What follows belongs to an exercise in optimizing a design on an open flow for small area and a short achievable clock period; a production flow would make more cautious choices.
In this exercise RTL edits were held to simulation tests only and were not proved equivalent to the original.
Power is estimated from default activity; no workload was simulated.

`flow/run.sh`:
```
#!/bin/bash
# synth_recipe.tcl (not shown) runs the flow's synth.tcl, then flattens the netlist and writes it again
# the make line also repeats each setting of config.mk as NAME=value (left out here)
make -C /OpenROAD-flow-scripts/flow DESIGN_CONFIG=/design/flow/config.mk WORK_HOME=/design/flow/orfs CLKGATE_MAP_FILE= SYNTH_SCRIPT=/design/flow/synth_recipe.tcl finish
```
`flow/config.mk`:
```
export PLATFORM = sky130hd
export DESIGN_NAME = kgp_core
export DESIGN_NICKNAME = kgp_core
export VERILOG_FILES = /design/flow/design.v
export SDC_FILE = /design/flow/constraint.sdc
export NUM_CORES = 4
export LEC_CHECK = 0
export CAP_MARGIN = 20
export CORE_MARGIN = 2
export CORE_UTILIZATION = 40
export SETUP_SLACK_MARGIN = 0.5
export SLEW_MARGIN = 20
```
`flow/constraint.sdc`:
```
create_clock -name core_clock -period 12.0 [get_ports {clk}]
set_input_delay 2.4000 -clock core_clock [delete_from_list [all_inputs] [get_ports {clk}]]
set_output_delay 2.4000 -clock core_clock [all_outputs]
set_load 0.01 [all_outputs]
```
`flow/design.v`:
```
package kgp_pkg;
	typedef logic [31:0] word_t;
	typedef logic [4:0]  reg_addr_t;
	typedef logic [4:0]  shamt_t;
	localparam reg_addr_t link_reg = 5'd31;
	localparam word_t     reset_pc = 32'h0000_0000;
	typedef enum logic [5:0] {
		op_rtype = 6'h00,
		op_addi  = 6'h01,
		op_compi = 6'h02,
		op_lw    = 6'h03,
		op_sw    = 6'h04,
		op_br    = 6'h05,
		op_b     = 6'h06,
		op_bl    = 6'h07,
		op_bltz  = 6'h08,
		op_bz    = 6'h09,
		op_bnz   = 6'h0a,
		op_bcy   = 6'h0b,
		op_bncy  = 6'h0c
	} opcode_t;
	typedef enum logic [5:0] {
		fn_add   = 6'h00,
		fn_comp  = 6'h01,
		fn_and   = 6'h02,
		fn_xor   = 6'h03,
		fn_shll  = 6'h04,
		fn_shrl  = 6'h05,
		fn_shra  = 6'h06,
		fn_shllv = 6'h07,
		fn_shrlv = 6'h08,
		fn_shrav = 6'h09
	} funct_t;
	typedef enum logic [2:0] {
		alu_add,
		alu_comp,
		alu_and,
		alu_xor,
		alu_shll,
		alu_shrl,
		alu_shra,
		alu_pass_b
	} alu_op_t;
	typedef struct packed {
		logic carry;
		logic zero;
		logic sign;
	} flags_t;
	typedef enum logic [1:0] {
		wb_alu,
		wb_mem,
		wb_link
	} wb_sel_t;
	typedef enum logic [1:0] {
		dest_rs,
		dest_rt,
		dest_r31
	} dest_sel_t;
	typedef enum logic [3:0] {
		br_none,
		br_b,
		br_br,
		br_bl,
		br_bltz,
		br_bz,
		br_bnz,
		br_bcy,
		br_bncy
	} br_kind_t;
	typedef struct packed {
		logic      reg_write;
		logic      mem_read;
		logic      mem_write;
		logic      use_imm;
		logic      shift_by_reg;
		logic      set_carry;
		dest_sel_t dest;
		wb_sel_t   wb;
		alu_op_t   alu_op;
		br_kind_t  br;
		logic      illegal;
	} ctrl_t;
endpackage
`timescale 1ns/100ps
module control_unit (
	input  kgp_pkg::word_t instr,
	output kgp_pkg::ctrl_t ctrl
);
	kgp_pkg::opcode_t opcode;
	kgp_pkg::funct_t  funct;
	assign opcode = kgp_pkg::opcode_t'(instr[31:26]);
	assign funct  = kgp_pkg::funct_t'(instr[5:0]);
	always_comb begin
		ctrl.reg_write    = 1'b0;
		ctrl.mem_read     = 1'b0;
		ctrl.mem_write    = 1'b0;
		ctrl.use_imm      = 1'b0;
		ctrl.shift_by_reg = 1'b0;
		ctrl.set_carry    = 1'b0;
		ctrl.dest         = kgp_pkg::dest_rs;
		ctrl.wb           = kgp_pkg::wb_alu;
		ctrl.alu_op       = kgp_pkg::alu_add;
		ctrl.br           = kgp_pkg::br_none;
		ctrl.illegal      = 1'b0;
		case (opcode)
			kgp_pkg::op_rtype: begin
				ctrl.reg_write = 1'b1;
				case (funct)
					kgp_pkg::fn_add: begin
						ctrl.alu_op    = kgp_pkg::alu_add;
						ctrl.set_carry = 1'b1;
					end
					kgp_pkg::fn_comp: begin
						ctrl.alu_op    = kgp_pkg::alu_comp;
						ctrl.set_carry = 1'b1;
					end
					kgp_pkg::fn_and:  ctrl.alu_op = kgp_pkg::alu_and;
					kgp_pkg::fn_xor:  ctrl.alu_op = kgp_pkg::alu_xor;
					kgp_pkg::fn_shll: ctrl.alu_op = kgp_pkg::alu_shll;
					kgp_pkg::fn_shrl: ctrl.alu_op = kgp_pkg::alu_shrl;
					kgp_pkg::fn_shra: ctrl.alu_op = kgp_pkg::alu_shra;
					kgp_pkg::fn_shllv: begin
						ctrl.alu_op       = kgp_pkg::alu_shll;
						ctrl.shift_by_reg = 1'b1;
					end
					kgp_pkg::fn_shrlv: begin
						ctrl.alu_op       = kgp_pkg::alu_shrl;
						ctrl.shift_by_reg = 1'b1;
					end
					kgp_pkg::fn_shrav: begin
						ctrl.alu_op       = kgp_pkg::alu_shra;
						ctrl.shift_by_reg = 1'b1;
					end
					default: begin
						ctrl.reg_write = 1'b0;
						ctrl.illegal   = 1'b1;
					end
				endcase
			end
			kgp_pkg::op_addi: begin
				ctrl.reg_write = 1'b1;
				ctrl.use_imm   = 1'b1;
				ctrl.set_carry = 1'b1;
			end
			kgp_pkg::op_compi: begin
				ctrl.reg_write = 1'b1;
				ctrl.use_imm   = 1'b1;
				ctrl.set_carry = 1'b1;
				ctrl.alu_op    = kgp_pkg::alu_comp;
			end
			kgp_pkg::op_lw: begin
				ctrl.reg_write = 1'b1;
				ctrl.mem_read  = 1'b1;
				ctrl.use_imm   = 1'b1;
				ctrl.dest      = kgp_pkg::dest_rt;
				ctrl.wb        = kgp_pkg::wb_mem;
			end
			kgp_pkg::op_sw: begin
				ctrl.mem_write = 1'b1;
				ctrl.use_imm   = 1'b1;
			end
			kgp_pkg::op_br: ctrl.br = kgp_pkg::br_br;
			kgp_pkg::op_b:  ctrl.br = kgp_pkg::br_b;
			kgp_pkg::op_bl: begin
				ctrl.br        = kgp_pkg::br_bl;
				ctrl.reg_write = 1'b1;
				ctrl.dest      = kgp_pkg::dest_r31;
				ctrl.wb        = kgp_pkg::wb_link;
			end
			kgp_pkg::op_bltz: begin
				ctrl.br     = kgp_pkg::br_bltz;
				ctrl.alu_op = kgp_pkg::alu_pass_b;
			end
			kgp_pkg::op_bz: begin
				ctrl.br     = kgp_pkg::br_bz;
				ctrl.alu_op = kgp_pkg::alu_pass_b;
			end
			kgp_pkg::op_bnz: begin
				ctrl.br     = kgp_pkg::br_bnz;
				ctrl.alu_op = kgp_pkg::alu_pass_b;
			end
			kgp_pkg::op_bcy:  ctrl.br = kgp_pkg::br_bcy;
			kgp_pkg::op_bncy: ctrl.br = kgp_pkg::br_bncy;
			default: ctrl.illegal = 1'b1;
		endcase
	end
endmodule
`timescale 1ns/100ps
module alu (
	input  kgp_pkg::word_t  a,
	input  kgp_pkg::word_t  b,
	input  kgp_pkg::shamt_t shamt,
	input  kgp_pkg::alu_op_t op,
	output kgp_pkg::word_t  result,
	output kgp_pkg::flags_t flags
);
	logic           is_comp;
	logic           uses_adder;
	kgp_pkg::word_t add_a;
	kgp_pkg::word_t add_b;
	logic [32:0]    sum;
	assign is_comp    = (op == kgp_pkg::alu_comp);
	assign uses_adder = (op == kgp_pkg::alu_add) || is_comp;
	assign add_a      = is_comp ? 32'd0 : a;
	assign add_b      = is_comp ? ~b : b;
	assign sum        = {1'b0, add_a} + {1'b0, add_b} + 33'(is_comp);
	always_comb begin
		case (op)
			kgp_pkg::alu_add,
			kgp_pkg::alu_comp:   result = sum[31:0];
			kgp_pkg::alu_and:    result = a & b;
			kgp_pkg::alu_xor:    result = a ^ b;
			kgp_pkg::alu_shll:   result = a << shamt;
			kgp_pkg::alu_shrl:   result = a >> shamt;
			kgp_pkg::alu_shra:   result = kgp_pkg::word_t'($signed(a) >>> shamt);
			kgp_pkg::alu_pass_b: result = b;
			default:             result = '0;
		endcase
	end
	assign flags.carry = uses_adder ? sum[32] : 1'b0;
	assign flags.zero  = (result == '0);
	assign flags.sign  = result[31];
endmodule
`timescale 1ns/100ps
module register_file (
	input  logic               clk,
	input  logic               arst_n,
	input  kgp_pkg::reg_addr_t rs_addr,
	input  kgp_pkg::reg_addr_t rt_addr,
	input  logic               wr_en,
	input  kgp_pkg::reg_addr_t wr_addr,
	input  kgp_pkg::word_t     wr_data,
	output kgp_pkg::word_t     rs_data,
	output kgp_pkg::word_t     rt_data
);
	kgp_pkg::word_t regs [32];
	always_ff @(posedge clk or negedge arst_n) begin
		if (!arst_n) begin
			for (int i = 0; i < 32; i++) begin
				regs[i] <= '0;
			end
		end else if (wr_en) begin
			regs[wr_addr] <= wr_data;
		end
	end
	assign rs_data = regs[rs_addr];
	assign rt_data = regs[rt_addr];
endmodule
`timescale 1ns/100ps
module branch_unit (
	input  logic                clk,
	input  logic                arst_n,
	input  kgp_pkg::br_kind_t   br,
	input  logic                set_carry,
	input  logic [25:0]         target,
	input  kgp_pkg::word_t      rs_data,
	input  kgp_pkg::flags_t     alu_flags,
	output kgp_pkg::word_t      pc,
	output kgp_pkg::word_t      pc_plus4
);
	logic           carry_q;
	logic           taken;
	kgp_pkg::word_t jump_addr;
	kgp_pkg::word_t next_pc;
	assign pc_plus4 = pc + 32'd4;
	always_comb begin
		taken     = 1'b0;
		jump_addr = {4'b0000, target, 2'b00};
		case (br)
			kgp_pkg::br_b,
			kgp_pkg::br_bl: taken = 1'b1;
			kgp_pkg::br_br: begin
				taken     = 1'b1;
				jump_addr = rs_data;
			end
			kgp_pkg::br_bltz: begin
				taken     = alu_flags.sign;
				jump_addr = {9'd0, target[20:0], 2'b00};
			end
			kgp_pkg::br_bz: begin
				taken     = alu_flags.zero;
				jump_addr = {9'd0, target[20:0], 2'b00};
			end
			kgp_pkg::br_bnz: begin
				taken     = !alu_flags.zero;
				jump_addr = {9'd0, target[20:0], 2'b00};
			end
			kgp_pkg::br_bcy:  taken = carry_q;
			kgp_pkg::br_bncy: taken = !carry_q;
			default:          taken = 1'b0;
		endcase
	end
	assign next_pc = taken ? jump_addr : pc_plus4;
	always_ff @(posedge clk or negedge arst_n) begin
		if (!arst_n) begin
			pc      <= kgp_pkg::reset_pc;
			carry_q <= 1'b0;
		end else begin
			pc <= next_pc;
			if (set_carry) begin
				carry_q <= alu_flags.carry;
			end
		end
	end
endmodule
`timescale 1ns/100ps
module kgp_core (
	input  logic           clk,
	input  logic           arst_n,
	output kgp_pkg::word_t instr_addr,
	input  kgp_pkg::word_t instr,
	output kgp_pkg::word_t mem_addr,
	output kgp_pkg::word_t mem_wdata,
	input  kgp_pkg::word_t mem_rdata,
	output logic           mem_read,
	output logic           mem_write
);
	kgp_pkg::ctrl_t     ctrl;
	kgp_pkg::reg_addr_t rs_addr;
	kgp_pkg::reg_addr_t rt_addr;
	kgp_pkg::reg_addr_t wr_addr;
	kgp_pkg::word_t     rs_data;
	kgp_pkg::word_t     rt_data;
	kgp_pkg::word_t     imm_ext;
	kgp_pkg::word_t     alu_b;
	kgp_pkg::word_t     alu_result;
	kgp_pkg::word_t     wr_data;
	kgp_pkg::word_t     pc;
	kgp_pkg::word_t     pc_plus4;
	kgp_pkg::shamt_t    shamt;
	kgp_pkg::flags_t    alu_flags;
	assign rs_addr = instr[25:21];
	assign rt_addr = instr[20:16];
	assign imm_ext = {{16{instr[15]}}, instr[15:0]};
	always_comb begin
		if (ctrl.use_imm) begin
			alu_b = imm_ext;
		end else if (ctrl.alu_op == kgp_pkg::alu_pass_b) begin
			alu_b = rs_data;
		end else begin
			alu_b = rt_data;
		end
	end
	assign shamt = ctrl.shift_by_reg ? rt_data[4:0] : instr[10:6];
	always_comb begin
		case (ctrl.dest)
			kgp_pkg::dest_rt:  wr_addr = rt_addr;
			kgp_pkg::dest_r31: wr_addr = kgp_pkg::link_reg;
			default:           wr_addr = rs_addr;
		endcase
		case (ctrl.wb)
			kgp_pkg::wb_mem:  wr_data = mem_rdata;
			kgp_pkg::wb_link: wr_data = pc_plus4;
			default:          wr_data = alu_result;
		endcase
	end
	assign instr_addr = pc;
	assign mem_addr   = alu_result;
	assign mem_wdata  = rt_data;
	assign mem_read   = ctrl.mem_read;
	assign mem_write  = ctrl.mem_write && arst_n;
	control_unit u_control (
		.instr (instr),
		.ctrl  (ctrl)
	);
	alu u_alu (
		.a      (rs_data),
		.b      (alu_b),
		.shamt  (shamt),
		.op     (ctrl.alu_op),
		.result (alu_result),
		.flags  (alu_flags)
	);
	register_file u_regs (
		.clk     (clk),
		.arst_n  (arst_n),
		.rs_addr (rs_addr),
		.rt_addr (rt_addr),
		.wr_en   (ctrl.reg_write),
		.wr_addr (wr_addr),
		.wr_data (wr_data),
		.rs_data (rs_data),
		.rt_data (rt_data)
	);
	branch_unit u_branch (
		.clk       (clk),
		.arst_n    (arst_n),
		.br        (ctrl.br),
		.set_carry (ctrl.set_carry),
		.target    (instr[25:0]),
		.rs_data   (rs_data),
		.alu_flags (alu_flags),
		.pc        (pc),
		.pc_plus4  (pc_plus4)
	);
endmodule
```
==> run summary <==
Outcome:
- The run finished with no timing, DRC or antenna violations.

Pwr:
- The worst IR drop on VDD is 130 uV.
- In this run the static leakage power is 32.3 nW.
- The total power of the final layout is 0.00951 W.
- The ratio of total power to cell area is 127 nW/um2.

Timing:
- The final worst hold slack is 0.508 ns.
- The post-route clock skew is 0.101 ns.
- The setup-violating endpoint count in the final report is 0.
- The final-report hold violation count is 0.
- For this run, the top clock speed supported by timing is 87.3 MHz.
- The worst path meets setup with 0.546 ns of slack.
- Setup repair after global routing could not meet its margin everywhere.
- At the pin with the least slew margin, the transition time is 1.28 ns.
- In this run the tightest slew margin relative to its limit is 14.7%.
- The number of pins with negative max-slew slack in the final report was 0.
- The post-route clock period utilization is 95.5%.
- Summed over all failing endpoints, the final setup total negative slack is 0 ns.
- Subtracting the final worst setup slack from the clock period gives 11.45 ns.

GRT:
- Global routing used 63.7% of the available met1 tracks.
- The global routing met2 resource utilization is 69.8%.
- The remaining global-route overflow is 0.
- The wire length of the first global-routing pass is 561 mm.
- The global router's overall resource usage is 51.0%.
- The fraction of met3 tracks used by global routing is 22.1%.
- The routing layer with the top usage in global route is met2.
- The via count of the first global-routing pass is 65.2k.
- The number of antenna violations at the first check in global routing is 51.
- Entering global routing, the biggest net connects 166 pins.

Final layout:
- The area growth from synthesis to layout is 19.3%.
- The final layout contains 7915 nets.
- For this run, the share of the core covered by cells in the final layout is 47.9%.
- In the final layout, the share of cells above drive strength 1 is 13.9%.

Synth:
- The most instantiated flip-flop cell in the synthesis netlist is dfrtp_1.
- Of the total synthesized cell area, the portion taken by full adders, half adders and majority gates is 1.37%.
- The number of cells produced by synthesis is 7591.
- The main combinational cell family by area after synthesis is compound AO/OA/AOI/OAI gates.
- The area fraction in compound gates after synthesis is 24.7%.
- The post-synth net total is 7724.
- The library cell with the largest summed area after synthesis is dfrtp_1.
- Sequential elements use 42.3% of the synthesized area.
- The post-synthesis async set-or-reset flop share is 100%.
- The share of Yosys cell area claimed by the top area cell type is 42.3%.
- The cell area after synthesis is 62600 um2.
- By area the synthesized netlist is led by dfrtp_1 42%, o21ai_0 9.3%, nand2_1 8.8%, a22oi_1 6.6%, nand3_1 4.2%.
- Measured against the total synthesized area, the mux share comes to 4.17%.
- After Yosys synthesis, and, or, nand and nor cells account for 21.4% of the synthesized area.
- Of the total synthesized cell area, the portion taken by XOR and XNOR cells is 1.15%.
- Yosys mapped the design onto 104 distinct sky130hd cell types.
- The number of synthesized register bits is 1057.
- The number of enable flip-flop cells after synthesis is 0.
- Yosys printed 6 warnings.
- In this run the mean area of a mapped cell was 8.24 um2.

Job:
- The max-capacitance violation count is 0.

Clock tree:
- The source-to-sink clock delay at the later pin of the worst-skew pair is 0.82 ns.
- The CTS clock-pin slew for the worst setup and hold paths is 0.06 ns.
- The clock tree from TritonCTS is built.
- The maximum buffer depth of the clock tree is 3.
- The buffer cell driving the clock tree root is clkbuf_16.
- The total number of H-tree levels is 3.
- For this design, the sink count on the clock tree is 1057.
- The clock buffer count from CTS is 116.
- Buffers inserted to repair hold after CTS numbered 0.

Floorplanning:
- In this run the count of I/O pins placed on the die edge is 164.
- After floorplanning, the core was sized to cover 156000 um2.
- The effective utilization at floorplan is 40.1%.
- The vertical die dimension is 399 um.
- In this run the core area contains 145 standard-cell rows.
- The floorplan step defined a die boundary enclosing 160000 um2.
- From left edge to right edge, the die measures 399 um.

Detailed routing:
- After detailed routing, the number of vias per cell comes to 7.17.
- The count of nets left with antenna violations once routing finished came out at 0.
- The final wirelength is 419 mm.
- The average wire per standard cell is 42.0 um.
- The detailed-routing iteration count for the pre-antenna-repair pass is 10.
- In the routed design, unresolved DRC markers number 0.
- The number of DRC violations after detailed-routing iteration 0 is 13.5k.
- The number of vias after detailed routing is 71.6k.

Setup path:
- The critical path launch point type is an input pin.
- The buffering stage count on the worst path with inverters included is 7.
- The type of destination of the critical path is a primary output.
- In this design, the largest share of critical-path delay is due to simple AND/OR/NAND/NOR gates.
- On the worst path, the slowest cell contributes a delay of 0.79 ns.
- The biggest fanout along the worst timing path is 29.
- The master of the slowest instance on the critical path is nor3b_1.
- The library cell appearing most often on the critical path is buf_4.
- The critical path required time is 9.60 ns.
- The worst setup path is of the input pin to primary output kind.
- The signal on the critical path passes through buf_4, buf_4, nor3b_1, buf_4, o21ai_0, nand4_1, or4_1, o32a_1, and2_1, a21oi_1, a21oi_1, xnor2_1, ha_1, nand4_1, or4_1, o311ai_0, mux2i_1, a21oi_1, buf_4, o21ai_0, nor4_1, buf_4, inv_1, clkdlybuf4s50_1.
- At the worst endpoint, the arrival time is 9.05 ns.

Place:
- The number of I/O port buffers is 163.
- The HPWL after detailed placement is 283 mm.
- Routability-driven placement finished with a final weighted congestion of 1.10.
- The pre-CTS setup slack is -0.323 ns.

Worst hold path:
- The path class of the tightest hold or removal check is register to register.
## flip-flops by register name, summed over array words and instances, names as in the netlist
| register | count |
|---|---|
| u_branch.carry_q | 1 |
| u_branch.pc | 32 |
| u_regs.regs | 1024 |
## power by group
| part | total [W] | switching (W) | internal (W) |
|---|---|---|---|
| Sequential | 0.00395 | 0.000217 | 0.00373 |
| Combinational | 0.00175 | 0.00122 | 0.000530 |
| Clock | 0.00381 | 0.00166 | 0.00214 |
## what timing repair did
action | 4_1_cts | 5_1_grt
gates cloned | 1 | 3
gates resized for setup | 26 | 48
pin swaps | 6 | 16
setup buffers | 12 | 23
endpoints found under the setup margin | 9 | 14
## layout by cell type, fill, tap and decap left out, types with 55 or more instances in the layout
cell type	synthesis	final
a22o_1	55	55
dfrtp_1	1057	1057
a31oi_1	86	75
clkdlybuf4s50_1	0	155
clkbuf_16	0	119
a22oi_1	547	547
xnor2_1	60	60
nor3_1	79	68
nand3_1	527	525
a21oi_1	148	136
buf_4	16	554
nor2_1	299	256
nand4_1	162	162
nand2_1	1474	1437
o21ai_0	1158	1151
mux2i_1	205	185
ha_1	66	65
and3_1	112	110
## layer usage
| layer | share of wire (%) | vias to the layer above |
|---|---|---|
| li1 | - | 28170 |
| met1 | 37 | 34712 |
| met2 | 39 | 6708 |
| met3 | 15 | 1997 |
| met4 | 9.2 | 36 |
| met5 | 0.073 | - |
## kinds of logic after synthesis
group                      after synthesis
muxes                                  253
and+or+nand+nor                       2929
AOI/OAI and AO/OA                     2446
adders and majority gates               68
DFF                                   1057
buffers and inverters                  756
xor gates and xnor gates                82
## cell usage after synthesis, types with 22 or more instances
cell and number:
nand2_1 1474, mux2i_1 205, a21oi_1 148, a22oi_1 547, a22o_1 55, buf_2 121, o22ai_1 32, nor4_1 51
a221oi_1 34, o21ai_0 1158, a31oi_1 86, nor3_1 79, and2_1 43, nand4_1 162, clkbuf_1 492, dfrtp_1 1057
xnor2_1 60, inv_1 44, ha_1 66, xor2_1 22, nand3_1 527, a2111oi_0 39, and3_1 112, buf_1 77
a211oi_1 35, o211ai_1 53, mux2_2 44, nor2_1 299, nor2b_1 23, nand2b_1 22
## worst register-to-register path, delay by kind of cell (launching register included)
kind | cells | cell delay (ns)
and+or+nand+nor | 7 | 1.78
muxes | 2 | 0.60
adders and majority gates | 1 | 0.42
buffers and inverters | 4 | 0.88
DFF | 1 | 0.52
AOI/OAI and AO/OA | 14 | 3.04
xor gates and xnor gates | 1 | 0.18
## worst paths after layout
path | endpoint | startpoint | slack (ns) | cells after the start
min | u_regs.regs[17][18] | u_regs.regs[17][18] | 0.51 | 2
min reg2reg | u_regs.regs[17][18] | u_regs.regs[17][18] | 0.51 | 2
max reg2reg | u_branch.pc[13] | u_regs.regs[19][1] | 4.45 | 29
max | mem_addr[19] | instr[24] | 0.55 | 24
max in group asynchronous | u_regs.regs[15][19] | arst_n | 7.63 | 4
min in group asynchronous | u_regs.regs[21][29] | arst_n | 1.49 | 1
## area by class of cell
cell class | count | area [um2]
fill | 15120 | 81200
multi-input combinational | 5778 | 34200
sequential | 1057 | 26500
timing repair buffer | 784 | 7060
clock buffer | 166 | 3380
tap | 2058 | 2570
clock inverter | 53 | 643
inverter | 45 | 169
antenna | 47 | 118
## stage by stage
stage | instances | instance area, um2
after floorplan | 7591 | 62600
after global placement | 9677 | 69600
after detailed placement | 9679 | 69700
after CTS | 9911 | 73900
after global routing | 9945 | 74500
final | 9988 | 74600

afterwards: timing with drivers on the ports:
No port has a modelled driver above. Below, the same layout with a new extraction and two added sets of constraints. Step 1, drivers: a clkbuf_16 drives clk and a buf_2 each remaining input, both assumed. Step 2, shift: input delay + t, output delay - t, t = (earliest + latest rising clock arrival at the registers) / 2. This alone moves slack from input paths to output paths. Slacks: ideal ports / drivers / drivers and shift; pairs: ideal ports / drivers.
shift t [ns]: 0.849
slack for setup (ns): 0.546 / 0.522 / 0.522
worst setup path at the end: input to output
After both steps this run still meets setup and hold. For this run, drivers alone change the setup slack by -0.024 ns; drivers and shift together by -0.024 ns.
